What follows belongs to an exercise in optimizing a design on an open flow for small area, a short achievable clock period and few clock cycles per item; a production flow would make more cautious choices.
The RTL was checked by simulation tests, not by an equivalence proof against the original design.

==> design/flow/design.v <==
`timescale 1ns / 1ps
package dd_pkg;
  localparam int unsigned DAY_W   = 5;
  localparam int unsigned MONTH_W = 4;
  localparam int unsigned YEAR_W  = 14;
  localparam int unsigned DIFF_W  = 23;
endpackage
`timescale 1ns / 1ps
module date_difference_days_top #(
  parameter int unsigned YEAR_MAX = 9999
) (
  input  logic                      clk_i,
  input  logic                      rst_ni,
  input  logic                      valid_i,
  output logic                      stall_o,
  input  logic [dd_pkg::DAY_W-1:0]   first_day_i,
  input  logic [dd_pkg::MONTH_W-1:0] first_month_i,
  input  logic [dd_pkg::YEAR_W-1:0]  first_year_i,
  input  logic [dd_pkg::DAY_W-1:0]   second_day_i,
  input  logic [dd_pkg::MONTH_W-1:0] second_month_i,
  input  logic [dd_pkg::YEAR_W-1:0]  second_year_i,
  output logic                      valid_o,
  input  logic                      stall_i,
  output logic [dd_pkg::DIFF_W-1:0]  day_difference_o
);
  logic [1:0] valid_q;
  logic       adv;
  logic       hit;
  logic [3:0] flags_d, flags_q;
  assign flags_d = {second_year_i > 14'd9999, second_year_i == 14'd0,
                     first_year_i > 14'd9999, first_year_i == 14'd0};
  assign hit = (flags_d == flags_q);
  always_ff @(posedge clk_i or negedge rst_ni) begin
    if (!rst_ni) begin
      flags_q <= 4'd0;
    end else if (valid_i) begin
      flags_q <= flags_d;
    end
  end
  assign adv     = !(valid_q[1] && stall_i);
  assign stall_o = !(adv && hit);
  assign valid_o = valid_q[1];
  always_ff @(posedge clk_i or negedge rst_ni) begin
    if (!rst_ni) begin
      valid_q <= 2'b00;
    end else if (adv) begin
      valid_q <= {valid_q[0], valid_i && hit};
    end
  end
  logic [13:0] yc0, yc1;
  assign yc0 = flags_q[1] ? 14'd9999 : {first_year_i[13:1], first_year_i[0] | flags_q[0]};
  assign yc1 = flags_q[3] ? 14'd9999 : {second_year_i[13:1], second_year_i[0] | flags_q[2]};
  logic [11:0] q0, q1, qr0, qr1;
  assign q0  = yc0[13:2];
  assign q1  = yc1[13:2];
  assign qr0 = first_year_i[13:2];
  assign qr1 = second_year_i[13:2];
  logic [14:0] dlt_d;
  assign dlt_d = {1'b0, yc1} + {1'b0, ~yc0} + 15'd1;
  logic inv99;
  assign inv99 = ~first_day_i[0];
  logic e_s100, e_c101;
  dd_fa u_e_s100 (.a(second_day_i[0]), .b(inv99), .c(q1[0]), .s(e_s100), .co(e_c101));
  logic inv102;
  assign inv102 = ~first_day_i[1];
  logic e_s103, e_c104;
  dd_fa u_e_s103 (.a(second_day_i[1]), .b(inv102), .c(q1[1]), .s(e_s103), .co(e_c104));
  logic inv105;
  assign inv105 = ~q0[1];
  logic e_s106, e_c107;
  dd_fa u_e_s106 (.a(inv105), .b(e_c101), .c(e_s103), .s(e_s106), .co(e_c107));
  logic inv108;
  assign inv108 = ~first_day_i[2];
  logic e_s109, e_c110;
  dd_fa u_e_s109 (.a(second_day_i[2]), .b(inv108), .c(q1[2]), .s(e_s109), .co(e_c110));
  logic inv111;
  assign inv111 = ~q0[2];
  logic e_s112, e_c113;
  dd_fa u_e_s112 (.a(inv111), .b(e_c104), .c(e_s109), .s(e_s112), .co(e_c113));
  logic inv114;
  assign inv114 = ~first_day_i[3];
  logic e_s115, e_c116;
  dd_fa u_e_s115 (.a(second_day_i[3]), .b(inv114), .c(q1[3]), .s(e_s115), .co(e_c116));
  logic inv117;
  assign inv117 = ~q0[3];
  logic e_s118, e_c119;
  dd_fa u_e_s118 (.a(inv117), .b(e_c110), .c(e_s115), .s(e_s118), .co(e_c119));
  logic inv120;
  assign inv120 = ~first_day_i[4];
  logic e_s121, e_c122;
  dd_fa u_e_s121 (.a(second_day_i[4]), .b(inv120), .c(q1[4]), .s(e_s121), .co(e_c122));
  logic inv123;
  assign inv123 = ~q0[4];
  logic e_s124, e_c125;
  dd_fa u_e_s124 (.a(inv123), .b(e_c116), .c(e_s121), .s(e_s124), .co(e_c125));
  logic inv126;
  assign inv126 = ~q0[5];
  logic e_s127, e_c128;
  dd_fa u_e_s127 (.a(q1[5]), .b(inv126), .c(e_c122), .s(e_s127), .co(e_c128));
  logic e_h129;
  assign e_h129 = q1[6] ^ q0[6];
  logic e_k130;
  assign e_k130 = q1[6] & ~q0[6];
  logic e_h131;
  assign e_h131 = q1[7] ^ q0[7];
  logic e_k132;
  assign e_k132 = q1[7] & ~q0[7];
  logic e_h133;
  assign e_h133 = q1[8] ^ q0[8];
  logic e_k134;
  assign e_k134 = q1[8] & ~q0[8];
  logic e_h135;
  assign e_h135 = q1[9] ^ q0[9];
  logic e_k136;
  assign e_k136 = q1[9] & ~q0[9];
  logic e_h137;
  assign e_h137 = q1[10] ^ q0[10];
  logic e_k138;
  assign e_k138 = q1[10] & ~q0[10];
  logic e_h139;
  assign e_h139 = q1[11] ^ q0[11];
  logic e_k140;
  assign e_k140 = q1[11] & ~q0[11];
  logic [12:0] e_d;
  assign e_d = {e_k140, e_k138, e_k136, e_k134, e_k132, e_k130, ~e_h129, e_c125, e_c119, e_c113, e_c107, e_s106, ~q0[0]} + {1'b0, ~e_h139, ~e_h137, ~e_h135, ~e_h133, ~e_h131, e_c128, e_s127, e_s124, e_s118, e_s112, 1'b0, e_s100};
  logic inv1;
  assign inv1 = ~qr0[8];
  logic d0_s2, d0_c3;
  dd_fa u_d0_s2 (.a(qr0[0]), .b(qr0[3]), .c(inv1), .s(d0_s2), .co(d0_c3));
  logic d0_s4, d0_c5;
  dd_fa u_d0_s4 (.a(qr0[1]), .b(qr0[4]), .c(d0_c3), .s(d0_s4), .co(d0_c5));
  logic d0_s6, d0_c7;
  dd_fa u_d0_s6 (.a(qr0[0]), .b(qr0[2]), .c(qr0[5]), .s(d0_s6), .co(d0_c7));
  logic d0_h8;
  assign d0_h8 = d0_s6 ^ qr0[10];
  logic d0_k9;
  assign d0_k9 = d0_s6 & ~qr0[10];
  logic d0_s10, d0_c11;
  dd_fa u_d0_s10 (.a(qr0[1]), .b(qr0[3]), .c(qr0[6]), .s(d0_s10), .co(d0_c11));
  logic inv12;
  assign inv12 = ~qr0[11];
  logic d0_s13, d0_c14;
  dd_fa u_d0_s13 (.a(inv12), .b(d0_c7), .c(d0_s10), .s(d0_s13), .co(d0_c14));
  logic d0_s15;
  assign d0_s15 = ~(qr0[2] ^ qr0[4]);
  logic d0_c16;
  assign d0_c16 = qr0[2] | qr0[4];
  logic d0_s17, d0_c18;
  dd_fa u_d0_s17 (.a(qr0[7]), .b(d0_c11), .c(d0_s15), .s(d0_s17), .co(d0_c18));
  logic d0_s19;
  assign d0_s19 = ~(qr0[3] ^ qr0[5]);
  logic d0_c20;
  assign d0_c20 = qr0[3] | qr0[5];
  logic d0_s21, d0_c22;
  dd_fa u_d0_s21 (.a(qr0[8]), .b(d0_c16), .c(d0_s19), .s(d0_s21), .co(d0_c22));
  logic d0_s23;
  assign d0_s23 = ~(qr0[4] ^ qr0[6]);
  logic d0_c24;
  assign d0_c24 = qr0[4] | qr0[6];
  logic d0_s25, d0_c26;
  dd_fa u_d0_s25 (.a(qr0[9]), .b(d0_c20), .c(d0_s23), .s(d0_s25), .co(d0_c26));
  logic d0_s27;
  assign d0_s27 = ~(qr0[5] ^ qr0[7]);
  logic d0_c28;
  assign d0_c28 = qr0[5] | qr0[7];
  logic d0_s29, d0_c30;
  dd_fa u_d0_s29 (.a(qr0[10]), .b(d0_c24), .c(d0_s27), .s(d0_s29), .co(d0_c30));
  logic d0_s31;
  assign d0_s31 = ~(qr0[6] ^ qr0[8]);
  logic d0_c32;
  assign d0_c32 = qr0[6] | qr0[8];
  logic d0_s33, d0_c34;
  dd_fa u_d0_s33 (.a(qr0[11]), .b(d0_c28), .c(d0_s31), .s(d0_s33), .co(d0_c34));
  logic d0_s35;
  assign d0_s35 = ~(qr0[7] ^ qr0[9]);
  logic d0_c36;
  assign d0_c36 = qr0[7] | qr0[9];
  logic d0_h37, d0_k38;
  dd_ha u_d0_h37 (.a(d0_c32), .b(d0_s35), .s(d0_h37), .co(d0_k38));
  logic d0_s39;
  assign d0_s39 = ~(qr0[8] ^ qr0[10]);
  logic d0_c40;
  assign d0_c40 = qr0[8] | qr0[10];
  logic d0_h41, d0_k42;
  dd_ha u_d0_h41 (.a(d0_c36), .b(d0_s39), .s(d0_h41), .co(d0_k42));
  logic d0_s43;
  assign d0_s43 = ~(qr0[9] ^ qr0[11]);
  logic d0_c44;
  assign d0_c44 = qr0[9] | qr0[11];
  logic d0_h45, d0_k46;
  dd_ha u_d0_h45 (.a(d0_c40), .b(d0_s43), .s(d0_h45), .co(d0_k46));
  logic d0_s47;
  assign d0_s47 = ~(qr0[10] ^ d0_c44);
  logic d0_c48;
  assign d0_c48 = qr0[10] | d0_c44;
  logic d0_s49;
  assign d0_s49 = ~(qr0[11] ^ d0_c48);
  logic [21:0] p0;
  assign p0 = {d0_s49, d0_k46, d0_k42, d0_k38, d0_h37, d0_c30, d0_c26, d0_c22, d0_c18, d0_c14, d0_k9, ~d0_h8, ~qr0[9], d0_s2, qr0[2], qr0[1], qr0[0], ~qr0[4], ~qr0[3], ~qr0[2], ~qr0[1], 1'b1} + {1'b0, d0_s47, d0_h45, d0_h41, d0_c34, d0_s33, d0_s29, d0_s25, d0_s21, d0_s17, d0_s13, d0_c5, d0_s4, 1'b0, ~qr0[7], ~qr0[6], ~qr0[5], 1'b0, 1'b0, 1'b0, 1'b0, ~qr0[0]};
  logic inv50;
  assign inv50 = ~qr1[8];
  logic d1_s51, d1_c52;
  dd_fa u_d1_s51 (.a(qr1[0]), .b(qr1[3]), .c(inv50), .s(d1_s51), .co(d1_c52));
  logic d1_s53, d1_c54;
  dd_fa u_d1_s53 (.a(qr1[1]), .b(qr1[4]), .c(d1_c52), .s(d1_s53), .co(d1_c54));
  logic d1_s55, d1_c56;
  dd_fa u_d1_s55 (.a(qr1[0]), .b(qr1[2]), .c(qr1[5]), .s(d1_s55), .co(d1_c56));
  logic d1_h57;
  assign d1_h57 = d1_s55 ^ qr1[10];
  logic d1_k58;
  assign d1_k58 = d1_s55 & ~qr1[10];
  logic d1_s59, d1_c60;
  dd_fa u_d1_s59 (.a(qr1[1]), .b(qr1[3]), .c(qr1[6]), .s(d1_s59), .co(d1_c60));
  logic inv61;
  assign inv61 = ~qr1[11];
  logic d1_s62, d1_c63;
  dd_fa u_d1_s62 (.a(inv61), .b(d1_c56), .c(d1_s59), .s(d1_s62), .co(d1_c63));
  logic d1_s64;
  assign d1_s64 = ~(qr1[2] ^ qr1[4]);
  logic d1_c65;
  assign d1_c65 = qr1[2] | qr1[4];
  logic d1_s66, d1_c67;
  dd_fa u_d1_s66 (.a(qr1[7]), .b(d1_c60), .c(d1_s64), .s(d1_s66), .co(d1_c67));
  logic d1_s68;
  assign d1_s68 = ~(qr1[3] ^ qr1[5]);
  logic d1_c69;
  assign d1_c69 = qr1[3] | qr1[5];
  logic d1_s70, d1_c71;
  dd_fa u_d1_s70 (.a(qr1[8]), .b(d1_c65), .c(d1_s68), .s(d1_s70), .co(d1_c71));
  logic d1_s72;
  assign d1_s72 = ~(qr1[4] ^ qr1[6]);
  logic d1_c73;
  assign d1_c73 = qr1[4] | qr1[6];
  logic d1_s74, d1_c75;
  dd_fa u_d1_s74 (.a(qr1[9]), .b(d1_c69), .c(d1_s72), .s(d1_s74), .co(d1_c75));
  logic d1_s76;
  assign d1_s76 = ~(qr1[5] ^ qr1[7]);
  logic d1_c77;
  assign d1_c77 = qr1[5] | qr1[7];
  logic d1_s78, d1_c79;
  dd_fa u_d1_s78 (.a(qr1[10]), .b(d1_c73), .c(d1_s76), .s(d1_s78), .co(d1_c79));
  logic d1_s80;
  assign d1_s80 = ~(qr1[6] ^ qr1[8]);
  logic d1_c81;
  assign d1_c81 = qr1[6] | qr1[8];
  logic d1_s82, d1_c83;
  dd_fa u_d1_s82 (.a(qr1[11]), .b(d1_c77), .c(d1_s80), .s(d1_s82), .co(d1_c83));
  logic d1_s84;
  assign d1_s84 = ~(qr1[7] ^ qr1[9]);
  logic d1_c85;
  assign d1_c85 = qr1[7] | qr1[9];
  logic d1_h86, d1_k87;
  dd_ha u_d1_h86 (.a(d1_c81), .b(d1_s84), .s(d1_h86), .co(d1_k87));
  logic d1_s88;
  assign d1_s88 = ~(qr1[8] ^ qr1[10]);
  logic d1_c89;
  assign d1_c89 = qr1[8] | qr1[10];
  logic d1_h90, d1_k91;
  dd_ha u_d1_h90 (.a(d1_c85), .b(d1_s88), .s(d1_h90), .co(d1_k91));
  logic d1_s92;
  assign d1_s92 = ~(qr1[9] ^ qr1[11]);
  logic d1_c93;
  assign d1_c93 = qr1[9] | qr1[11];
  logic d1_h94, d1_k95;
  dd_ha u_d1_h94 (.a(d1_c89), .b(d1_s92), .s(d1_h94), .co(d1_k95));
  logic d1_s96;
  assign d1_s96 = ~(qr1[10] ^ d1_c93);
  logic d1_c97;
  assign d1_c97 = qr1[10] | d1_c93;
  logic d1_s98;
  assign d1_s98 = ~(qr1[11] ^ d1_c97);
  logic [21:0] p1;
  assign p1 = {d1_s98, d1_k95, d1_k91, d1_k87, d1_h86, d1_c79, d1_c75, d1_c71, d1_c67, d1_c63, d1_k58, ~d1_h57, ~qr1[9], d1_s51, qr1[2], qr1[1], qr1[0], ~qr1[4], ~qr1[3], ~qr1[2], ~qr1[1], 1'b1} + {1'b0, d1_s96, d1_h94, d1_h90, d1_c83, d1_s82, d1_s78, d1_s74, d1_s70, d1_s66, d1_s62, d1_c54, d1_s53, 1'b0, ~qr1[7], ~qr1[6], ~qr1[5], 1'b0, 1'b0, 1'b0, 1'b0, ~qr1[0]};
  logic [6:0] c0_d, c1_d;
  logic       lj0_d, lj1_d;
  assign c0_d  = p0[21:15];
  assign c1_d  = p1[21:15];
  assign lj0_d = !flags_q[1] && !flags_q[0] && (first_year_i[1:0] == 2'd0)
                 && ((p0[14:10] != 5'd0) || (p0[16:15] == 2'd0)) && (first_month_i <= 4'd2);
  assign lj1_d = !flags_q[3] && !flags_q[2] && (second_year_i[1:0] == 2'd0)
                 && ((p1[14:10] != 5'd0) || (p1[16:15] == 2'd0)) && (second_month_i <= 4'd2);
  logic [14:0] dlt_q;
  logic [12:0] e_q;
  logic [6:0]  c0_q, c1_q;
  logic [0:0]  lj0_q, lj1_q;
  logic [3:0]  m0_q, m1_q;
  logic        big0_q, big1_q;
  always_ff @(posedge clk_i) begin
    if (adv) begin
      big0_q <= flags_q[1];
      big1_q <= flags_q[3];
      m0_q  <= first_month_i;
      m1_q  <= second_month_i;
      dlt_q <= dlt_d;
      e_q   <= e_d;
      c0_q  <= c0_d;
      c1_q  <= c1_d;
      lj0_q <= lj0_d;
      lj1_q <= lj1_d;
    end
  end
  localparam logic [143:0] BTAB  = 144'ha753a9d4e98445e6d45aa5cf05a1d87c0000;
  localparam logic [143:0] NBTAB = 144'h58ac562b167bba192ba55a30fa5e2783ffff;
  logic [8:0] b1, nb0;
  assign b1  = BTAB[9 * m1_q +: 9];
  assign nb0 = NBTAB[9 * m0_q +: 9];
  logic [6:0] c0, c1;
  assign c0 = big0_q ? 7'd99 : c0_q;
  assign c1 = big1_q ? 7'd99 : c1_q;
  logic s_s141;
  assign s_s141 = dlt_q[0] ^ lj1_q[0];
  logic s_c142;
  assign s_c142 = dlt_q[0] & lj1_q[0];
  logic s_s143, s_c144;
  dd_fa u_s_s143 (.a(c1[0]), .b(c0[2]), .c(s_s141), .s(s_s143), .co(s_c144));
  logic s_s145, s_c146;
  dd_fa u_s_s145 (.a(e_q[0]), .b(lj0_q[0]), .c(c1[2]), .s(s_s145), .co(s_c146));
  logic s_s147, s_c148;
  dd_fa u_s_s147 (.a(c0[0]), .b(b1[0]), .c(nb0[0]), .s(s_s147), .co(s_c148));
  logic inv149;
  assign inv149 = ~s_s143;
  logic s_s150, s_c151;
  dd_fa u_s_s150 (.a(s_s145), .b(s_s147), .c(inv149), .s(s_s150), .co(s_c151));
  logic s_s152;
  assign s_s152 = dlt_q[0] ^ dlt_q[1];
  logic s_c153;
  assign s_c153 = dlt_q[0] & dlt_q[1];
  logic s_s154, s_c155;
  dd_fa u_s_s154 (.a(c1[1]), .b(c0[3]), .c(s_c142), .s(s_s154), .co(s_c155));
  logic s_s156, s_c157;
  dd_fa u_s_s156 (.a(e_q[1]), .b(c1[3]), .c(c0[1]), .s(s_s156), .co(s_c157));
  logic s_s158, s_c159;
  dd_fa u_s_s158 (.a(b1[1]), .b(nb0[1]), .c(s_c146), .s(s_s158), .co(s_c159));
  logic s_s160, s_c161;
  dd_fa u_s_s160 (.a(s_s152), .b(s_c144), .c(s_s154), .s(s_s160), .co(s_c161));
  logic s_s162, s_c163;
  dd_fa u_s_s162 (.a(s_s156), .b(s_c148), .c(s_s158), .s(s_s162), .co(s_c163));
  logic inv164;
  assign inv164 = ~s_s160;
  logic s_s165, s_c166;
  dd_fa u_s_s165 (.a(s_c151), .b(inv164), .c(s_s162), .s(s_s165), .co(s_c166));
  logic s_s167;
  assign s_s167 = dlt_q[1] ^ dlt_q[2];
  logic s_c168;
  assign s_c168 = dlt_q[1] & dlt_q[2];
  logic s_s169, s_c170;
  dd_fa u_s_s169 (.a(c1[2]), .b(c0[4]), .c(s_c153), .s(s_s169), .co(s_c170));
  logic s_s171, s_c172;
  dd_fa u_s_s171 (.a(e_q[2]), .b(c1[4]), .c(c0[2]), .s(s_s171), .co(s_c172));
  logic s_s173, s_c174;
  dd_fa u_s_s173 (.a(b1[2]), .b(nb0[2]), .c(s_c157), .s(s_s173), .co(s_c174));
  logic s_s175, s_c176;
  dd_fa u_s_s175 (.a(s_s167), .b(s_c155), .c(s_s169), .s(s_s175), .co(s_c176));
  logic s_s177, s_c178;
  dd_fa u_s_s177 (.a(s_s171), .b(s_c159), .c(s_s173), .s(s_s177), .co(s_c178));
  logic inv179;
  assign inv179 = ~s_c163;
  logic s_s180, s_c181;
  dd_fa u_s_s180 (.a(s_c161), .b(s_s175), .c(inv179), .s(s_s180), .co(s_c181));
  logic inv182;
  assign inv182 = ~s_s180;
  logic s_s183, s_c184;
  dd_fa u_s_s183 (.a(s_s177), .b(s_c166), .c(inv182), .s(s_s183), .co(s_c184));
  logic s_s185, s_c186;
  dd_fa u_s_s185 (.a(dlt_q[2]), .b(dlt_q[3]), .c(c1[3]), .s(s_s185), .co(s_c186));
  logic s_s187, s_c188;
  dd_fa u_s_s187 (.a(e_q[3]), .b(c1[5]), .c(c0[3]), .s(s_s187), .co(s_c188));
  logic s_s189, s_c190;
  dd_fa u_s_s189 (.a(c0[5]), .b(s_c168), .c(s_s185), .s(s_s189), .co(s_c190));
  logic s_s191, s_c192;
  dd_fa u_s_s191 (.a(b1[3]), .b(nb0[3]), .c(s_c172), .s(s_s191), .co(s_c192));
  logic s_s193, s_c194;
  dd_fa u_s_s193 (.a(s_s187), .b(s_c174), .c(s_s191), .s(s_s193), .co(s_c194));
  logic s_s195, s_c196;
  dd_fa u_s_s195 (.a(s_c170), .b(s_s189), .c(s_c176), .s(s_s195), .co(s_c196));
  logic inv197;
  assign inv197 = ~s_s195;
  logic s_s198, s_c199;
  dd_fa u_s_s198 (.a(s_c178), .b(s_s193), .c(inv197), .s(s_s198), .co(s_c199));
  logic inv200;
  assign inv200 = ~s_c181;
  logic s_s201, s_c202;
  dd_fa u_s_s201 (.a(inv200), .b(s_s198), .c(s_c184), .s(s_s201), .co(s_c202));
  logic s_s203, s_c204;
  dd_fa u_s_s203 (.a(dlt_q[0]), .b(dlt_q[3]), .c(dlt_q[4]), .s(s_s203), .co(s_c204));
  logic s_s205;
  assign s_s205 = c1[4] ^ c0[6];
  logic s_c206;
  assign s_c206 = c1[4] & c0[6];
  logic s_s207, s_c208;
  dd_fa u_s_s207 (.a(e_q[4]), .b(c1[6]), .c(c0[4]), .s(s_s207), .co(s_c208));
  logic s_s209, s_c210;
  dd_fa u_s_s209 (.a(s_s203), .b(s_c186), .c(s_s205), .s(s_s209), .co(s_c210));
  logic s_s211, s_c212;
  dd_fa u_s_s211 (.a(b1[4]), .b(nb0[4]), .c(s_c188), .s(s_s211), .co(s_c212));
  logic s_s213, s_c214;
  dd_fa u_s_s213 (.a(s_s207), .b(s_c192), .c(s_s211), .s(s_s213), .co(s_c214));
  logic inv215;
  assign inv215 = ~s_c194;
  logic s_s216, s_c217;
  dd_fa u_s_s216 (.a(s_c190), .b(s_s209), .c(inv215), .s(s_s216), .co(s_c217));
  logic inv218;
  assign inv218 = ~s_s213;
  logic s_s219, s_c220;
  dd_fa u_s_s219 (.a(inv218), .b(s_c196), .c(s_s216), .s(s_s219), .co(s_c220));
  logic s_h221;
  assign s_h221 = s_c199 ^ s_s219;
  logic s_k222;
  assign s_k222 = s_c199 & ~s_s219;
  logic s_s223, s_c224;
  dd_fa u_s_s223 (.a(dlt_q[1]), .b(dlt_q[4]), .c(dlt_q[5]), .s(s_s223), .co(s_c224));
  logic s_s225, s_c226;
  dd_fa u_s_s225 (.a(c1[5]), .b(s_c204), .c(s_s223), .s(s_s225), .co(s_c226));
  logic s_s227, s_c228;
  dd_fa u_s_s227 (.a(e_q[5]), .b(c0[5]), .c(b1[5]), .s(s_s227), .co(s_c228));
  logic s_s229, s_c230;
  dd_fa u_s_s229 (.a(nb0[5]), .b(s_c208), .c(s_s227), .s(s_s229), .co(s_c230));
  logic s_s231, s_c232;
  dd_fa u_s_s231 (.a(s_c206), .b(s_s225), .c(s_c210), .s(s_s231), .co(s_c232));
  logic s_s233, s_c234;
  dd_fa u_s_s233 (.a(s_c212), .b(s_s229), .c(s_c214), .s(s_s233), .co(s_c234));
  logic inv235;
  assign inv235 = ~s_s233;
  logic s_s236, s_c237;
  dd_fa u_s_s236 (.a(s_s231), .b(s_c217), .c(inv235), .s(s_s236), .co(s_c237));
  logic s_h238;
  assign s_h238 = s_c220 ^ s_s236;
  logic s_k239;
  assign s_k239 = ~(s_c220 | s_s236);
  logic s_s240, s_c241;
  dd_fa u_s_s240 (.a(dlt_q[2]), .b(dlt_q[5]), .c(dlt_q[6]), .s(s_s240), .co(s_c241));
  logic s_s242;
  assign s_s242 = c1[6] ^ s_c224;
  logic s_c243;
  assign s_c243 = c1[6] & s_c224;
  logic s_s244, s_c245;
  dd_fa u_s_s244 (.a(e_q[6]), .b(c0[6]), .c(b1[6]), .s(s_s244), .co(s_c245));
  logic s_s246, s_c247;
  dd_fa u_s_s246 (.a(nb0[6]), .b(s_c228), .c(s_s244), .s(s_s246), .co(s_c247));
  logic s_s248, s_c249;
  dd_fa u_s_s248 (.a(s_s240), .b(s_c226), .c(s_s242), .s(s_s248), .co(s_c249));
  logic inv250;
  assign inv250 = ~s_s248;
  logic s_s251, s_c252;
  dd_fa u_s_s251 (.a(s_c230), .b(s_s246), .c(inv250), .s(s_s251), .co(s_c252));
  logic inv253;
  assign inv253 = ~s_c232;
  logic s_s254, s_c255;
  dd_fa u_s_s254 (.a(inv253), .b(s_s251), .c(s_c234), .s(s_s254), .co(s_c255));
  logic s_h256;
  assign s_h256 = s_s254 ^ s_c237;
  logic s_k257;
  assign s_k257 = s_s254 & ~s_c237;
  logic s_s258, s_c259;
  dd_fa u_s_s258 (.a(dlt_q[3]), .b(dlt_q[6]), .c(dlt_q[7]), .s(s_s258), .co(s_c259));
  logic s_s260, s_c261;
  dd_fa u_s_s260 (.a(dlt_q[0]), .b(e_q[7]), .c(b1[7]), .s(s_s260), .co(s_c261));
  logic s_s262, s_c263;
  dd_fa u_s_s262 (.a(nb0[7]), .b(s_c245), .c(s_s260), .s(s_s262), .co(s_c263));
  logic s_s264, s_c265;
  dd_fa u_s_s264 (.a(s_c241), .b(s_s258), .c(s_c243), .s(s_s264), .co(s_c265));
  logic inv266;
  assign inv266 = ~s_c249;
  logic s_s267, s_c268;
  dd_fa u_s_s267 (.a(s_c247), .b(s_s262), .c(inv266), .s(s_s267), .co(s_c268));
  logic inv269;
  assign inv269 = ~s_s264;
  logic s_s270, s_c271;
  dd_fa u_s_s270 (.a(inv269), .b(s_c252), .c(s_s267), .s(s_s270), .co(s_c271));
  logic s_h272, s_k273;
  dd_ha u_s_h272 (.a(s_s270), .b(s_c255), .s(s_h272), .co(s_k273));
  logic s_s274, s_c275;
  dd_fa u_s_s274 (.a(dlt_q[4]), .b(dlt_q[7]), .c(dlt_q[8]), .s(s_s274), .co(s_c275));
  logic s_s276;
  assign s_s276 = s_c259 ^ s_s274;
  logic s_c277;
  assign s_c277 = s_c259 & s_s274;
  logic s_s278, s_c279;
  dd_fa u_s_s278 (.a(dlt_q[0]), .b(dlt_q[1]), .c(e_q[8]), .s(s_s278), .co(s_c279));
  logic s_s280, s_c281;
  dd_fa u_s_s280 (.a(b1[8]), .b(nb0[8]), .c(s_s278), .s(s_s280), .co(s_c281));
  logic s_s282, s_c283;
  dd_fa u_s_s282 (.a(s_c261), .b(s_s280), .c(s_c263), .s(s_s282), .co(s_c283));
  logic inv284;
  assign inv284 = ~s_s282;
  logic s_s285, s_c286;
  dd_fa u_s_s285 (.a(s_s276), .b(s_c265), .c(inv284), .s(s_s285), .co(s_c286));
  logic inv287;
  assign inv287 = ~s_s285;
  logic s_s288, s_c289;
  dd_fa u_s_s288 (.a(s_c268), .b(inv287), .c(s_c271), .s(s_s288), .co(s_c289));
  logic s_s290, s_c291;
  dd_fa u_s_s290 (.a(dlt_q[5]), .b(dlt_q[8]), .c(dlt_q[9]), .s(s_s290), .co(s_c291));
  logic s_s292, s_c293;
  dd_fa u_s_s292 (.a(dlt_q[1]), .b(dlt_q[2]), .c(e_q[9]), .s(s_s292), .co(s_c293));
  logic s_s294, s_c295;
  dd_fa u_s_s294 (.a(s_c275), .b(s_s290), .c(s_c277), .s(s_s294), .co(s_c295));
  logic s_s296, s_c297;
  dd_fa u_s_s296 (.a(s_c279), .b(s_s292), .c(s_c281), .s(s_s296), .co(s_c297));
  logic inv298;
  assign inv298 = ~s_s294;
  logic s_s299, s_c300;
  dd_fa u_s_s299 (.a(inv298), .b(s_s296), .c(s_c283), .s(s_s299), .co(s_c300));
  logic s_h301;
  assign s_h301 = s_s299 ^ s_c286;
  logic s_k302;
  assign s_k302 = s_s299 & ~s_c286;
  logic s_s303, s_c304;
  dd_fa u_s_s303 (.a(dlt_q[6]), .b(dlt_q[9]), .c(dlt_q[10]), .s(s_s303), .co(s_c304));
  logic s_s305;
  assign s_s305 = s_c291 ^ s_s303;
  logic s_c306;
  assign s_c306 = s_c291 & s_s303;
  logic s_s307, s_c308;
  dd_fa u_s_s307 (.a(dlt_q[2]), .b(dlt_q[3]), .c(e_q[10]), .s(s_s307), .co(s_c308));
  logic inv309;
  assign inv309 = ~s_s305;
  logic s_s310, s_c311;
  dd_fa u_s_s310 (.a(s_c293), .b(s_s307), .c(inv309), .s(s_s310), .co(s_c311));
  logic inv312;
  assign inv312 = ~s_c295;
  logic s_s313, s_c314;
  dd_fa u_s_s313 (.a(inv312), .b(s_c297), .c(s_s310), .s(s_s313), .co(s_c314));
  logic s_h315, s_k316;
  dd_ha u_s_h315 (.a(s_s313), .b(s_c300), .s(s_h315), .co(s_k316));
  logic s_s317, s_c318;
  dd_fa u_s_s317 (.a(dlt_q[7]), .b(dlt_q[10]), .c(dlt_q[11]), .s(s_s317), .co(s_c318));
  logic s_s319;
  assign s_s319 = s_c304 ^ s_s317;
  logic s_c320;
  assign s_c320 = s_c304 & s_s317;
  logic s_s321, s_c322;
  dd_fa u_s_s321 (.a(dlt_q[3]), .b(dlt_q[4]), .c(e_q[11]), .s(s_s321), .co(s_c322));
  logic inv323;
  assign inv323 = ~s_c306;
  logic s_s324, s_c325;
  dd_fa u_s_s324 (.a(s_c308), .b(s_s321), .c(inv323), .s(s_s324), .co(s_c325));
  logic inv326;
  assign inv326 = ~s_s319;
  logic s_s327, s_c328;
  dd_fa u_s_s327 (.a(inv326), .b(s_c311), .c(s_s324), .s(s_s327), .co(s_c328));
  logic s_h329, s_k330;
  dd_ha u_s_h329 (.a(s_c314), .b(s_s327), .s(s_h329), .co(s_k330));
  logic s_s331, s_c332;
  dd_fa u_s_s331 (.a(dlt_q[8]), .b(dlt_q[11]), .c(dlt_q[12]), .s(s_s331), .co(s_c332));
  logic s_s333, s_c334;
  dd_fa u_s_s333 (.a(dlt_q[4]), .b(dlt_q[5]), .c(e_q[12]), .s(s_s333), .co(s_c334));
  logic s_s335, s_c336;
  dd_fa u_s_s335 (.a(s_c318), .b(s_s331), .c(s_c320), .s(s_s335), .co(s_c336));
  logic s_s337, s_c338;
  dd_fa u_s_s337 (.a(s_c322), .b(s_s333), .c(s_c325), .s(s_s337), .co(s_c338));
  logic inv339;
  assign inv339 = ~s_s335;
  logic s_s340, s_c341;
  dd_fa u_s_s340 (.a(inv339), .b(s_c328), .c(s_s337), .s(s_s340), .co(s_c341));
  logic s_s342, s_c343;
  dd_fa u_s_s342 (.a(dlt_q[9]), .b(dlt_q[12]), .c(dlt_q[13]), .s(s_s342), .co(s_c343));
  logic s_s344;
  assign s_s344 = s_c332 ^ s_s342;
  logic s_c345;
  assign s_c345 = s_c332 & s_s342;
  logic s_s346, s_c347;
  dd_fa u_s_s346 (.a(dlt_q[5]), .b(dlt_q[6]), .c(s_c334), .s(s_s346), .co(s_c347));
  logic inv348;
  assign inv348 = ~s_s346;
  logic s_s349, s_c350;
  dd_fa u_s_s349 (.a(s_s344), .b(inv348), .c(s_c336), .s(s_s349), .co(s_c350));
  logic s_h351;
  assign s_h351 = s_c338 ^ s_s349;
  logic s_k352;
  assign s_k352 = s_c338 & ~s_s349;
  logic s_s353, s_c354;
  dd_fa u_s_s353 (.a(dlt_q[10]), .b(dlt_q[13]), .c(dlt_q[14]), .s(s_s353), .co(s_c354));
  logic inv355;
  assign inv355 = ~s_c343;
  logic s_s356, s_c357;
  dd_fa u_s_s356 (.a(dlt_q[6]), .b(dlt_q[7]), .c(inv355), .s(s_s356), .co(s_c357));
  logic inv358;
  assign inv358 = ~s_c347;
  logic s_s359, s_c360;
  dd_fa u_s_s359 (.a(s_s353), .b(s_c345), .c(inv358), .s(s_s359), .co(s_c360));
  logic inv361;
  assign inv361 = ~s_s356;
  logic s_s362, s_c363;
  dd_fa u_s_s362 (.a(inv361), .b(s_s359), .c(s_c350), .s(s_s362), .co(s_c363));
  logic s_s364, s_c365;
  dd_fa u_s_s364 (.a(dlt_q[11]), .b(dlt_q[14]), .c(s_c354), .s(s_s364), .co(s_c365));
  logic s_s366, s_c367;
  dd_fa u_s_s366 (.a(dlt_q[7]), .b(dlt_q[8]), .c(s_c357), .s(s_s366), .co(s_c367));
  logic inv368;
  assign inv368 = ~s_s366;
  logic s_s369, s_c370;
  dd_fa u_s_s369 (.a(s_s364), .b(s_c360), .c(inv368), .s(s_s369), .co(s_c370));
  logic s_s371;
  assign s_s371 = ~(dlt_q[8] ^ dlt_q[9]);
  logic s_c372;
  assign s_c372 = dlt_q[8] | dlt_q[9];
  logic inv373;
  assign inv373 = ~s_s371;
  logic s_s374, s_c375;
  dd_fa u_s_s374 (.a(dlt_q[12]), .b(inv373), .c(s_c365), .s(s_s374), .co(s_c375));
  logic s_h376;
  assign s_h376 = s_c367 ^ s_s374;
  logic s_k377;
  assign s_k377 = s_c367 & ~s_s374;
  logic s_s378;
  assign s_s378 = ~(dlt_q[9] ^ dlt_q[10]);
  logic s_c379;
  assign s_c379 = dlt_q[9] | dlt_q[10];
  logic inv380;
  assign inv380 = ~dlt_q[13];
  logic s_s381, s_c382;
  dd_fa u_s_s381 (.a(inv380), .b(s_c372), .c(s_s378), .s(s_s381), .co(s_c382));
  logic s_h383;
  assign s_h383 = s_s381 ^ s_c375;
  logic s_k384;
  assign s_k384 = s_s381 & ~s_c375;
  logic s_s385, s_c386;
  dd_fa u_s_s385 (.a(dlt_q[10]), .b(dlt_q[11]), .c(s_c379), .s(s_s385), .co(s_c386));
  logic inv387;
  assign inv387 = ~dlt_q[14];
  logic s_s388, s_c389;
  dd_fa u_s_s388 (.a(inv387), .b(s_c382), .c(s_s385), .s(s_s388), .co(s_c389));
  logic s_s390;
  assign s_s390 = ~(dlt_q[11] ^ dlt_q[12]);
  logic s_c391;
  assign s_c391 = dlt_q[11] | dlt_q[12];
  logic s_h392, s_k393;
  dd_ha u_s_h392 (.a(s_s390), .b(s_c386), .s(s_h392), .co(s_k393));
  logic s_s394;
  assign s_s394 = ~(dlt_q[12] ^ dlt_q[13]);
  logic s_c395;
  assign s_c395 = dlt_q[12] | dlt_q[13];
  logic s_h396, s_k397;
  dd_ha u_s_h396 (.a(s_c391), .b(s_s394), .s(s_h396), .co(s_k397));
  logic s_s398, s_c399;
  dd_fa u_s_s398 (.a(dlt_q[13]), .b(dlt_q[14]), .c(s_c395), .s(s_s398), .co(s_c399));
  logic [22:0] ra_d, rb_d, ra_q, rb_q;
  assign ra_d = {dlt_q[14], s_k397, s_h396, s_h392, s_s388, s_k377, s_h376, s_s369, s_k352, s_h351, s_k330, s_h329, s_k302, s_h301, s_s288, s_k257, s_k239, s_k222, s_h221, s_s201, s_s183, s_s165, s_s150};
  assign rb_d = {s_c399, s_s398, s_k393, s_c389, s_k384, s_h383, s_c370, s_c363, s_s362, s_c341, s_s340, s_k316, s_h315, s_c289, s_k273, s_h272, s_h256, s_h238, s_c202, 1'b0, 1'b0, 1'b0, 1'b0};
  always_ff @(posedge clk_i) begin
    if (adv) begin
      ra_q <= ra_d;
      rb_q <= rb_d;
    end
  end
  assign day_difference_o = (ra_q ^ 23'h01a210) + (rb_q ^ 23'h03c040);
endmodule
module dd_fa (
  input  logic a,
  input  logic b,
  input  logic c,
  output logic s,
  output logic co
);
  assign s  = a ^ b ^ c;
  assign co = (a & b) | (a & c) | (b & c);
endmodule
module dd_ha (
  input  logic a,
  input  logic b,
  output logic s,
  output logic co
);
  assign s  = a ^ b;
  assign co = a & b;
endmodule
==> design/flow/flow/run.sh <==
#!/bin/bash
# Standard layout, with the port buffers made of sky130_fd_sc_hd__buf_2 cells instead of the
# buffer_ports default. All output goes to flow.log in the work folder.
set -o pipefail
export BUFFER_PORTS_ARGS="-buffer_cell sky130_fd_sc_hd__buf_2"
bash standard.sh > flow.log 2>&1
==> design/flow/standard.sh <==
#!/bin/bash
# synth_recipe.tcl (not shown) runs the flow's synth.tcl, then flattens the netlist and writes it again
# the make line also repeats each setting of config.mk as NAME=value (left out here)
make -C /OpenROAD-flow-scripts/flow DESIGN_CONFIG=/design/flow/config.mk WORK_HOME=/design/flow/orfs CLKGATE_MAP_FILE= SYNTH_SCRIPT=/design/flow/synth_recipe.tcl "${@:-finish}"
==> design/flow/config.mk <==
export PLATFORM = sky130hd
export DESIGN_NAME = date_difference_days_top
export DESIGN_NICKNAME = date_difference_days_top
export VERILOG_FILES = /design/flow/design.v
export SDC_FILE = /design/flow/constraint.sdc
export NUM_CORES = 4
export LEC_CHECK = 0
export CAP_MARGIN = 20
export CORE_MARGIN = 2
export CORE_UTILIZATION = 70
export CTS_BUF_LIST = sky130_fd_sc_hd__clkbuf_8
export GPL_ROUTABILITY_DRIVEN = 0
export GPL_TIMING_DRIVEN = 0
export SETUP_SLACK_MARGIN = 1.6
export SLEW_MARGIN = 20
export SYNTH_HIERARCHICAL = 1
export SYNTH_MINIMUM_KEEP_SIZE = 0
==> design/flow/constraint.sdc <==
create_clock -name core_clock -period 5.5 [get_ports {clk_i}]
set_input_delay 1.1000 -clock core_clock [delete_from_list [all_inputs] [get_ports {clk_i}]]
set_output_delay 1.1000 -clock core_clock [all_outputs]
set_load 0.01 [all_outputs]
==> results.json, run 1 <==
{
  "outcome": "finished clean",
  "cp_slowest_stage_delay_ns": 0.53,
  "clock_tree.htree_level_count": 3,
  "post-route-period-util_pct": 71.1,
  "yosys.area.top_type_share_pct": 27.2,
  "grt_total_ovfl": 0,
  "path_class": "primary input to flop",
  "rr_worst_depth": 13,
  "synth.mux.area_fraction_pct": 1.20,
  "pre_cts_ws_ns": 0.899,
  "timing.critical_path.depth": 13,
  "yosys_warnings": 7,
  "grt_max_degree": 99,
  "final.min_clock_period_ns": 3.91,
  "place.detailed.instances": 1218,
  "hold_viol_final": 0,
  "ios": 75,
  "hold_class": "flop to flop",
  "drcViolationCount": 0,
  "horizontal_die_dimension_um": 127,
  "slowest_stage": "sky130_fd_sc_hd__fa_2",
  "timing.max_slew.rel_slack_pct": 53.0,
  "nFillCells": 980,
  "fin_ws_ns": 1.59,
  "num-nets-final": 1379,
  "max_clock_freq_mhz": 256,
  "syn-num-nets": 1276,
  "synth_cells": 956,
  "dr.first_iter.drc_count": 413,
  "synthFlopType": "sky130_fd_sc_hd__edfxtp_1",
  "synth-seq-cells": 102,
  "cts-buffers-inserted": 9,
  "post_drt_wl_per_cell_um": 16.7,
  "num_rows": 45,
  "worst-path-max-fanout": 4,
  "critical_path.reg2reg.endpoint": "e_q[12]$_DFFE_PN_",
  "synth_compound_area_share_pct": 9.25,
  "async_flop_share_pct": 5.88,
  "post_synth_num_cell_types": 61,
  "worst-endpoint-required_ns": 5.64,
  "finalHoldWorstSlack_ns": 0.497,
  "hpwl_um": 17100,
  "core_outline_area_mm2": 0.0150,
  "synth_top_family_by_area": "adder cells",
  "final_cell_count_no_fill": 1252,
  "r2r_slack_ns": 1.71,
  "postRouteWirelength_um": 20900,
  "synth.most_common_cell": "sky130_fd_sc_hd__inv_1",
  "synthTopCellsByArea": "sky130_fd_sc_hd__edfxtp_1 (27%), sky130_fd_sc_hd__fa_1 (24%), sky130_fd_sc_hd__ha_1 (17%)",
  "clock_sink_count": 102,
  "detail_route.first_pass.iterations": 6,
  "synth_common_cells": "sky130_fd_sc_hd__inv_1 (169), sky130_fd_sc_hd__ha_1 (143), sky130_fd_sc_hd__fa_1 (127)",
  "yosysTopAreaCell": "sky130_fd_sc_hd__edfxtp_1",
  "path_buf_inv": 1,
  "grt_usage_pct": 27.5,
  "timing.critical_path.to": "e_q[12]$_DFFE_PN_",
  "start_util_pct": 70.6,
  "clock-root-buffer": "sky130_fd_sc_hd__clkbuf_8",
  "synth_adder_area_share_pct": 40.8,
  "timing.critical_path.from": "second_year_i[3]",
  "crit_path_cell_trace": "buf_12 -> or2_4 -> fa_2 -> fa_2 -> ha_4 -> a21o_1 -> a21oi_2 -> nor2b_1 -> o21a_1 -> o311ai_2 -> o211ai_1 -> o41ai_2 -> xnor2_1",
  "worst_setup_path_end_kind": "flop",
  "drv_slew": 0,
  "worst_pin_slew_ns": 0.705,
  "skew_ns": 0.0164,
  "ctsLongestPathBuffers": 2,
  "vias_per_cell": 5.61,
  "cts_hold_repair.buffers": 0,
  "cts_tree": "done",
  "clkTransAtPathRegs_ns": 0.10,
  "antenna_cell_count": 0,
  "launching_point_of_the_worst_reg2reg_path": "flags_q[3]$_DFFE_PN0P_",
  "post_synth_instance_area_mm2": 0.0106,
  "post_route_cells_drive_above_1_share_pct": 17.7,
  "final-setup-viol-count": 0,
  "synth-edff-count": 96,
  "cp.arrival_ns": 4.05,
  "synthXorXnorAreaFrac_pct": 4.37,
  "timing.max_cap.violations": 0,
  "initial_antenna_violation_count": 1,
  "residual_antenna_violating_net_count_after_detailed_routing": 0,
  "first_pass_grt_wire_length_um": 34600,
  "via_count_of_the_first_global_routing_pass": 7028,
  "cp-start-kind": "primary input",
  "num_vias": 7018,
  "critPathMostFrequentCell": "sky130_fd_sc_hd__fa_2",
  "rsz0062_at_grt": "true",
  "die-height_um": 127,
  "clk-insertion-delay-late_ns": 0.39,
  "timing.critical_path.max_delay_family": "compound AO/OA/AOI/OAI gates",
  "floorplan.die_area_mm2": 0.0162,
  "synthToLayoutAreaGrowth_pct": 11.5,
  "port_buffers": 74,
  "syn_avg_cell_area_um2": 11.1,
  "final.setup.tns_ns": 0,
  "synth-simple-area-share_pct": 9.30,
  "seq_area_frac_synth_pct": 28.6
}
## layout make-up
cell class,instances,area (µm²),share of cell area (%)
multi-input combinational,675,7130,60.2
sequential,102,3030,25.6
inverter,170,641,5.41
timing repair buffer,92,529,4.47
tap,188,235,1.99
clock buffer,11,151,1.28
buffer,9,60.1,0.507
clock inverter,5,56.3,0.476
## cell usage in the layout, fill, tap and decap left out, drive strengths merged, types with 5 or more instances in the layout
master,instances
inv,170
nand2,40
a21oi,31
buf,96
nor2b,15
or2,15
nor2,56
nor3,13
ha,143
dfrtp,6
fa,127
clkbuf,16
o21ai,28
o211ai,6
a31oi,12
mux2i,6
nand2b,10
or3,6
and3,7
edfxtp,96
xor2,21
xnor2,32
nor4,10
a21o,10
mux2,6
nand3,17
a31o,5
a21boi,5
o21a,9
## registers in the layout, indices dropped and copies added, names as in the netlist, 2 cells and up
signal	cells
ra_q	23
rb_q	19
dlt_q	15
e_q	13
c0_q	7
c1_q	7
flags_q	4
m0_q	4
m1_q	4
valid_q	2
## repair_timing
| action | CTS | global route |
|---|---|---|
| setup buffers | 8 | 10 |
| hold endpoints to repair | 0 | 0 |
| pin swaps | 16 | 11 |
| resized for setup | 24 | 41 |
| setup endpoints to repair | 14 | 26 |
## cells by family after synthesis
kind of cell | after synthesis
adders and majority gates | 270
muxes | 12
AOI/OAI and AO/OA | 140
buffers and inverters | 179
xor gates and xnor gates | 53
and+or+nand+nor | 200
DFF | 102
## layer usage
layer	GRT usage [%]	wire length, µm
met4	9.37	551
met2	45.1	10200
met1	38.7	9190
met5	0	0
met3	3.64	932
## per-stage QoR
step	area, µm²	util (%)
after floorplan	10600	-
after global placement	11200	74.8
after detailed placement	11300	74.9
after CTS	11600	77.3
after global routing	11800	78.7
final	11800	78.7
## modules after synthesis, one instance, submodules excluded
module,flops+latches,copies in the design,cell area [µm²],cells
dd_fa,0,120,20.0,1
date_difference_days_top,102,1,8070,825
dd_ha,0,11,12.5,1
## worst min-delay path by stage
| stage | startpoint | end | cells after the start |
|---|---|---|---|
| after global routing | rst_ni | flags_q[1]$_DFFE_PN0P_ | 1 |
| after global placement | flags_q[3]$_DFFE_PN0P_ | big1_q$_DFFE_PN_ | 0 |
| final | valid_q[0]$_DFFE_PN0N_ | valid_q[1]$_DFFE_PN0N_ | 1 |
| after detailed placement | flags_q[3]$_DFFE_PN0P_ | big1_q$_DFFE_PN_ | 0 |
| after floorplan | flags_q[3]$_DFFE_PN0P_ | big1_q$_DFFE_PN_ | 0 |
| after CTS | rst_ni | flags_q[1]$_DFFE_PN0P_ | 1 |
Testbench counts, summed over its fixed seeds: cycles 12,016, items 12,000.
==> run 2: changes to the inputs <==
--- a/design/flow/config.mk
+++ b/design/flow/config.mk
@@ -12,5 +12,5 @@
 export GPL_ROUTABILITY_DRIVEN = 0
 export GPL_TIMING_DRIVEN = 0
-export SETUP_SLACK_MARGIN = 1.6
+export SETUP_SLACK_MARGIN = 1.5
 export SLEW_MARGIN = 20
 export SYNTH_HIERARCHICAL = 1
==> run 2 against run 1 <==
Compared with the run above: still clean on timing, DRC and antenna; clock skew barely moved; non-clock buffer count down 10; first-iteration DRC count increased by 5.1%; synthesized area stayed put; largest cell class unchanged; synthesized cell count unchanged; critical path depth shrank 1; wire length shrank 1.9%.
==> results.json, run 2 <==
{
  "clock_tree.htree_level_count": 3,
  "clock_sink_count": 102,
  "pre_cts_ws_ns": 0.899,
  "yosysTopAreaCell": "sky130_fd_sc_hd__edfxtp_1",
  "hold_class": "flop to flop",
  "vias_per_cell": 5.62,
  "synth.most_common_cell": "sky130_fd_sc_hd__inv_1",
  "max_ffs_per_register": 23,
  "synth-seq-cells": 102,
  "finalHoldWorstSlack_ns": 0.491,
  "post_route_cells_drive_above_1_share_pct": 15.6,
  "clock-root-buffer": "sky130_fd_sc_hd__clkbuf_8",
  "die-height_um": 127,
  "dr.first_iter.drc_count": 434,
  "cts-buffers-inserted": 9,
  "yosys_warnings": 7,
  "detail_route.first_pass.iterations": 5,
  "hold_viol_final": 0,
  "clk-insertion-delay-late_ns": 0.39,
  "worst-path-max-fanout": 5,
  "drcViolationCount": 0,
  "post_drt_wl_per_cell_um": 16.5,
  "final_cell_count_no_fill": 1242,
  "layout.cells.most_common": "sky130_fd_sc_hd__inv_1",
  "final-setup-viol-count": 0,
  "grt_max_degree": 99,
  "via_count_of_the_first_global_routing_pass": 6985,
  "cp.arrival_ns": 4.05,
  "start_util_pct": 70.6,
  "outcome": "finished clean",
  "yosys.area.top_type_share_pct": 27.2,
  "biggest_registers_after_layout": "ra_q (23), rb_q (19), dlt_q (15)",
  "post_synth_num_cell_types": 61,
  "residual_antenna_violating_net_count_after_detailed_routing": 0,
  "first_pass_grt_wire_length_um": 34500,
  "antenna_cell_count": 0,
  "rr_worst_depth": 11,
  "clkTransAtPathRegs_ns": 0.10,
  "worst_setup_path_end_kind": "flop",
  "final.setup.tns_ns": 0,
  "rsz0062_at_grt": "true",
  "drv_slew": 0,
  "worst_hold_depth": 1,
  "post-route-period-util_pct": 71.1,
  "worst_pin_slew_ns": 0.708,
  "port_buffers": 74,
  "skew_ns": 0.0165,
  "hpwl_um": 17100,
  "syn-num-nets": 1276,
  "synth-edff-count": 96,
  "ios": 75,
  "synthTopCellsByArea": "sky130_fd_sc_hd__edfxtp_1 (27%), sky130_fd_sc_hd__fa_1 (24%), sky130_fd_sc_hd__ha_1 (17%)",
  "grt_usage_pct": 27.5,
  "num_rows": 45,
  "seq_area_frac_synth_pct": 28.6,
  "syn_avg_cell_area_um2": 11.1,
  "timing.max_cap.violations": 0,
  "worst-endpoint-required_ns": 5.64,
  "cp-start-kind": "primary input",
  "post_synth_instance_area_mm2": 0.0106,
  "floorplan.die_area_mm2": 0.0162,
  "synth_cells": 956,
  "path_class": "primary input to flop",
  "synthFlopType": "sky130_fd_sc_hd__edfxtp_1",
  "fin_ws_ns": 1.59,
  "place.detailed.instances": 1218,
  "largest_register": "ra_q",
  "async_flop_share_pct": 5.88,
  "grt_total_ovfl": 0,
  "synth_common_cells": "sky130_fd_sc_hd__inv_1 (169), sky130_fd_sc_hd__ha_1 (143), sky130_fd_sc_hd__fa_1 (127)",
  "num-nets-final": 1369,
  "initial_antenna_violation_count": 1,
  "ctsLongestPathBuffers": 2,
  "final.min_clock_period_ns": 3.91,
  "synthToLayoutAreaGrowth_pct": 9.94,
  "max_clock_freq_mhz": 256,
  "horizontal_die_dimension_um": 127,
  "postRouteWirelength_um": 20500,
  "layout_common_cells": "sky130_fd_sc_hd__inv_1 (167), sky130_fd_sc_hd__ha_1 (139), sky130_fd_sc_hd__fa_1 (124)",
  "core_outline_area_mm2": 0.0150,
  "timing.max_slew.rel_slack_pct": 52.8,
  "cts_tree": "done",
  "num_vias": 6985
}
==> run 2: cell types whose count changed in the layout (fill, tap and decap cells not counted), sizes merged <==
cell,change
buf,-8
clkbuf,-2
==> run 2: per-layer routing <==
metal | global-route usage, % | vias up | part of all wire (%)
met5 | 0 | - | 0
met4 | 8.99 | 0 | 2.5
met2 | 44.9 | 188 | 48
met3 | 3.69 | 31 | 4.7
met1 | 38.9 | 3344 | 45
li1 | - | 3422 | -
==> run 2: layout make-up <==
class	count	area [µm²]
fillers	1018	3370
multi-input cells	675	7070
well taps	188	235
clock buffers	11	151
clock inverters	5	56.3
plain buffers	9	50.0
repair buffers	82	430
flip-flops and latches	102	3030
inverters	170	638
==> run 2: cell families after synthesis <==
family / after synthesis / share of synthesized area, %
compound gates: 140 / 9.25
xor+xnor: 53 / 4.37
fa+ha+maj: 270 / 40.8
buf+inv: 179 / 6.47
flops: 102 / 28.6
mux: 12 / 1.20
simple gates: 200 / 9.30
==> run 2: repair_timing <==
action | CTS | global route
buffers inserted | 4 | 4
endpoints found under the setup margin | 8 | 14
pin swaps | 11 | 12
hold buffers | 0 | 0
gates resized for setup | 13 | 18
==> run 2: metrics by stage <==
stage / util, % / area [µm²]
2_1_floorplan: - / 10600
3_3_place_gp: 74.8 / 11200
3_5_place_dp: 74.9 / 11300
6_report: 77.6 / 11700
5_1_grt: 77.6 / 11700
4_1_cts: 76.8 / 11500
==> run 2: per-module statistics from Yosys (local to each module, per instance) <==
module,times used,cells inside
date_difference_days_top,1,825
dd_ha,11,1
dd_fa,120,1
==> run 2: worst max-delay path, cell delays in order <==
cell	delay, ns
sky130_fd_sc_hd__buf_2	0.15
sky130_fd_sc_hd__fa_1	0.45
sky130_fd_sc_hd__fa_1	0.50
sky130_fd_sc_hd__ha_1	0.36
sky130_fd_sc_hd__and2_1	0.19
sky130_fd_sc_hd__a311oi_2	0.27
sky130_fd_sc_hd__o211ai_1	0.19
sky130_fd_sc_hd__nand2_1	0.10
sky130_fd_sc_hd__o21ai_0	0.14
sky130_fd_sc_hd__or2_2	0.33
sky130_fd_sc_hd__a21oi_1	0.19
sky130_fd_sc_hd__xnor2_1	0.08
==> run 2: final timing paths <==
path | start | to | slack [ns]
min reg2reg | valid_q[0]$_DFFE_PN0N_ | valid_q[1]$_DFFE_PN0N_ | 0.49
min in group asynchronous | rst_ni | valid_q[1]$_DFFE_PN0N_ | 0.51
max in group asynchronous | rst_ni | flags_q[3]$_DFFE_PN0P_ | 4.85
max reg2reg | m1_q[2]$_DFFE_PN_ | ra_q[8]$_DFFE_PN_ | 1.65
max | second_year_i[3] | c1_q[4]$_DFFE_PN_ | 1.59
min | valid_q[0]$_DFFE_PN0N_ | valid_q[1]$_DFFE_PN0N_ | 0.49

[separate check: timing with driven ports]
Ports are ideal in the flow. The routed layouts listed here were re-timed in OpenROAD. Step 1: set_driving_cell puts a clkbuf_16 on clk_i and a buf_2 on each other input, an assumption about the parent block. Step 2 adds t to the input delays and takes it off the output delays; t is the mean of the earliest and latest rising clock arrival at the registers after step 1. Input paths then give back, and output paths get back, about the clock's delay inside the block. Slacks: ideal ports / drivers / drivers and shift; pairs: ideal ports / drivers.
| run | t (ns) | setup slack, ns | latest minus earliest clock arrival (ns) | worst data-port slew with drivers (ns) | cell pins on the clock port's net |
|---|---|---|---|---|---|
| run 1 | 0.421 | 1.587 / 1.568 / 1.158 | 0.016 / 0.017 | 0.06 | 1 |
| run 2 | 0.421 | 1.587 / 1.558 / 1.186 | 0.017 / 0.018 | 0.04 | 1 |
After both steps every run listed still meets setup and hold. The setup slack of run 1, which loses most, moves by -0.019 ns with the drivers and by -0.429 ns with both steps.
